Background: an optimization exercise with open tools, aiming at small area, a short achievable clock period and few clock cycles per item. Do not read the settings as production practice.
Power is estimated from default activity; no workload was simulated.

Setup of pepper:
==> module unsorted_set_table, before the edit <==
module unsorted_set_table (
	input  logic                          clk,
	input  logic                          arst_n,
	input  logic                          req_valid,
	output logic                          req_ready,
	input  logic [1:0]                    req_action,
	input  logic [ust_pkg::VAL_W-1:0]     req_value,
	output logic                          rsp_valid,
	input  logic                          rsp_ready,
	output logic                          rsp_hit,
	output logic                          rsp_full_res,
	output logic [ust_pkg::OUT_CNT_W-1:0] rsp_entry_count
);
	localparam int DEPTH = ust_pkg::DEPTH;
	localparam int RES_W = ust_pkg::RES_W;
	logic                      accept;
	logic [DEPTH-1:0]          we;
	logic [DEPTH-1:0]          eq;
	logic                      eq_prev;
	logic [ust_pkg::VAL_W-1:0] b_value_q;
	assign accept = req_valid && req_ready;
	for (genvar i = 0; i < DEPTH; i++) begin : g_cell
		ust_cell u_cell (
			.clk   (clk),
			.we    (we[i]),
			.wdata (b_value_q),
			.key   (req_value),
			.eq    (eq[i])
		);
	end
	assign eq_prev = (req_value == b_value_q);
	logic                      b_valid_q;
	logic [1:0]                b_act_q;
	logic [DEPTH-1:0]          b_eq_q;
	always_ff @(posedge clk or negedge arst_n) begin
		if (!arst_n) begin
			b_valid_q <= 1'b0;
		end else begin
			b_valid_q <= accept;
		end
	end
	always_ff @(posedge clk) begin
		b_act_q   <= req_action;
		b_value_q <= req_value;
		b_eq_q    <= (eq & ~we) | (we & {DEPTH{eq_prev}});
	end
	logic [DEPTH-1:0]          valid_q;
	logic [DEPTH-1:0]          valid_d;
	logic [ust_pkg::CNT_W-1:0] count_q;
	logic [ust_pkg::CNT_W-1:0] count_d;
	logic [DEPTH-1:0]          match;
	logic [DEPTH-1:0]          match_first;
	logic [DEPTH-1:0]          alloc_q;
	logic [DEPTH-1:0]          alloc_d;
	logic [DEPTH-1:0]          alloc_next;
	logic                      any;
	logic                      full;
	logic                      hit_d;
	logic                      full_d;
	function automatic logic [DEPTH-1:0] lowest(input logic [DEPTH-1:0] v);
		logic [DEPTH-1:0] below;
		below = {v[DEPTH-2:0], 1'b0};
		for (int s = 1; s < DEPTH; s = s * 2) begin
			below = below | (below << s);
		end
		lowest = v & ~below;
	endfunction
	assign match       = b_eq_q & valid_q;
	assign any         = |match;
	assign match_first = lowest(match);
	assign alloc_next  = lowest(~valid_q & ~alloc_q);
	assign full        = count_q[ust_pkg::CNT_W-1];
	always_comb begin
		valid_d = valid_q;
		count_d = count_q;
		alloc_d = alloc_q;
		we      = '0;
		hit_d   = 1'b0;
		full_d  = 1'b0;
		unique case (b_act_q)
			ust_pkg::ACT_ADD: begin
				if (full) begin
					full_d = 1'b1;
				end else begin
					we      = alloc_q;
					valid_d = valid_q | alloc_q;
					alloc_d = alloc_next;
					count_d = count_q + ust_pkg::CNT_W'(1);
					hit_d   = 1'b1;
				end
			end
			ust_pkg::ACT_CONTAINS: begin
				hit_d = any;
			end
			ust_pkg::ACT_REMOVE: begin
				if (any) begin
					valid_d = valid_q & ~match_first;
					count_d = count_q - ust_pkg::CNT_W'(1);
					if (full) alloc_d = match_first;
					hit_d   = 1'b1;
				end
			end
			default: begin
				valid_d = '0;
				count_d = '0;
				alloc_d = DEPTH'(1);
			end
		endcase
		if (!b_valid_q) begin
			valid_d = valid_q;
			count_d = count_q;
			alloc_d = alloc_q;
			we      = '0;
		end
	end
	always_ff @(posedge clk or negedge arst_n) begin
		if (!arst_n) begin
			valid_q <= '0;
			count_q <= '0;
			alloc_q <= DEPTH'(1);
		end else begin
			valid_q <= valid_d;
			count_q <= count_d;
			alloc_q <= alloc_d;
		end
	end
	localparam int QN = 4;
	logic [RES_W-1:0] res_q;
	logic             res_v_q;
	logic [RES_W-1:0] q_q [QN];
	logic [QN-1:0]    v_q;
	logic [QN-1:0]    v_d;
	logic             take;
	logic [2:0]       pend_q;
	logic [2:0]       pend_d;
	logic             block_q;
	always_ff @(posedge clk or negedge arst_n) begin
		if (!arst_n) begin
			res_v_q <= 1'b0;
		end else begin
			res_v_q <= b_valid_q;
		end
	end
	always_ff @(posedge clk) begin
		res_q <= {hit_d, full_d, ust_pkg::OUT_CNT_W'(count_d)};
	end
	assign take = v_q[0] && rsp_ready;
	always_comb begin
		for (int k = 0; k < QN; k++) begin
			if (take) begin
				v_d[k] = ((k + 1 < QN) ? v_q[(k + 1) % QN] : 1'b0)
				      || (res_v_q && ((k == 0) || v_q[k]));
			end else begin
				v_d[k] = v_q[k] || (res_v_q && ((k == 0) || v_q[(k + QN - 1) % QN]));
			end
		end
	end
	always_ff @(posedge clk or negedge arst_n) begin
		if (!arst_n) begin
			v_q <= '0;
		end else begin
			v_q <= v_d;
		end
	end
	always_ff @(posedge clk) begin
		for (int k = 0; k < QN; k++) begin
			if (take) begin
				if ((k + 1 < QN) && v_q[(k + 1) % QN]) q_q[k] <= q_q[(k + 1) % QN];
				else q_q[k] <= res_q;
			end else begin
				if (!v_q[k]) q_q[k] <= res_q;
			end
		end
	end
	always_comb begin
		pend_d = pend_q;
		if (accept && !take) pend_d = pend_q + 3'd1;
		if (!accept && take) pend_d = pend_q - 3'd1;
	end
	always_ff @(posedge clk or negedge arst_n) begin
		if (!arst_n) begin
			pend_q  <= '0;
			block_q <= 1'b0;
		end else begin
			pend_q  <= pend_d;
			block_q <= (pend_d == 3'(QN));
		end
	end
	assign req_ready       = !block_q;
	assign rsp_valid       = v_q[0];
	assign rsp_hit         = q_q[0][RES_W-1];
	assign rsp_full_res    = q_q[0][RES_W-2];
	assign rsp_entry_count = q_q[0][ust_pkg::OUT_CNT_W-1:0];
endmodule
clock: 5.0 ns
lec_check: 0
cap_margin: 20
core_margin: 2
core_utilization: 40
place_density: 0.6
setup_slack_margin: 3.0
slew_margin: 20
run.sh (not shown) runs the stock make flow with config.mk's settings and CLKGATE_MAP_FILE= SYNTH_SCRIPT=/design/flow/synth_recipe.tcl, a recipe that flattens the netlist after the stock synthesis.
For willow, these inputs were changed with respect to pepper:
diff --git a/flow/design.v b/flow/design.v
--- a/flow/design.v
+++ b/flow/design.v
@@ -75,11 +75,9 @@
 	logic [ust_pkg::CNT_W-1:0] count_q;
 	logic [ust_pkg::CNT_W-1:0] count_d;
 	logic [DEPTH-1:0]          match;
 	logic [DEPTH-1:0]          match_first;
-	logic [DEPTH-1:0]          alloc_q;
-	logic [DEPTH-1:0]          alloc_d;
-	logic [DEPTH-1:0]          alloc_next;
+	logic [DEPTH-1:0]          free_first;
 	logic                      any;
 	logic                      full;
 	logic                      hit_d;
 	logic                      full_d;
@@ -93,25 +91,23 @@
 	endfunction
 	assign match       = b_eq_q & valid_q;
 	assign any         = |match;
 	assign match_first = lowest(match);
-	assign alloc_next  = lowest(~valid_q & ~alloc_q);
+	assign free_first  = lowest(~valid_q);
 	assign full        = count_q[ust_pkg::CNT_W-1];
 	always_comb begin
 		valid_d = valid_q;
 		count_d = count_q;
-		alloc_d = alloc_q;
 		we      = '0;
 		hit_d   = 1'b0;
 		full_d  = 1'b0;
 		unique case (b_act_q)
 			ust_pkg::ACT_ADD: begin
 				if (full) begin
 					full_d = 1'b1;
 				end else begin
-					we      = alloc_q;
-					valid_d = valid_q | alloc_q;
-					alloc_d = alloc_next;
+					we      = free_first;
+					valid_d = valid_q | free_first;
 					count_d = count_q + ust_pkg::CNT_W'(1);
 					hit_d   = 1'b1;
 				end
 			end
@@ -121,34 +117,29 @@
 			ust_pkg::ACT_REMOVE: begin
 				if (any) begin
 					valid_d = valid_q & ~match_first;
 					count_d = count_q - ust_pkg::CNT_W'(1);
-					if (full) alloc_d = match_first;
 					hit_d   = 1'b1;
 				end
 			end
 			default: begin
 				valid_d = '0;
 				count_d = '0;
-				alloc_d = DEPTH'(1);
 			end
 		endcase
 		if (!b_valid_q) begin
 			valid_d = valid_q;
 			count_d = count_q;
-			alloc_d = alloc_q;
 			we      = '0;
 		end
 	end
 	always_ff @(posedge clk or negedge arst_n) begin
 		if (!arst_n) begin
 			valid_q <= '0;
 			count_q <= '0;
-			alloc_q <= DEPTH'(1);
 		end else begin
 			valid_q <= valid_d;
 			count_q <= count_d;
-			alloc_q <= alloc_d;
 		end
 	end
 	localparam int QN = 4;
 	logic [RES_W-1:0] res_q;
==> comparison <==
willow: all stages complete, timing, DRC and antenna checks passed. Between willow and pepper, it is willow whose overall via count from detail_route is higher, by about 1%. From pepper to willow the numbers moved as follows: relative max-transition margin now larger, non-clock buffer count now larger, final instance area now larger, synthesis-to-finish area growth now larger, effective utilization at floorplan now smaller. Looking only at overall power consumption, and setting everything else aside, the lower value of pepper and willow goes to willow. Against pepper, routed length per placed instance in willow rose by a few percent.
No run of this note included a check of the RTL's function; only the layout flow was run.

what the ideal ports hide:
The flow's constraints put no driver on any port. The routed layouts listed below were extracted and timed again, unchanged, in two steps.
Step 1 assumes that a clkbuf_16 drives the clock port and a buf_2 every other input.
Step 2 times the ports against the registers' clock, not the clock port: input delays grow and output delays shrink by t, the midpoint of the rising clock arrivals with the driver on.
Three values: no drivers, after step 1, after step 2; two values: the first two.
run	t (ns)	setup slack, ns	worst setup path at the end	worst register clock-pin slew, ns	worst slew at a driven data input, ns
pepper	0.667	2.741 / 2.741 / 2.340	input to register	0.07 / 0.07	0.08
willow	0.681	2.818 / 2.806 / 2.207	input to register	0.07 / 0.07	0.07
After both steps setup and hold are still met in every run listed. For willow, which loses most, drivers alone change the setup slack by -0.012 ns; drivers and shift together by -0.611 ns.
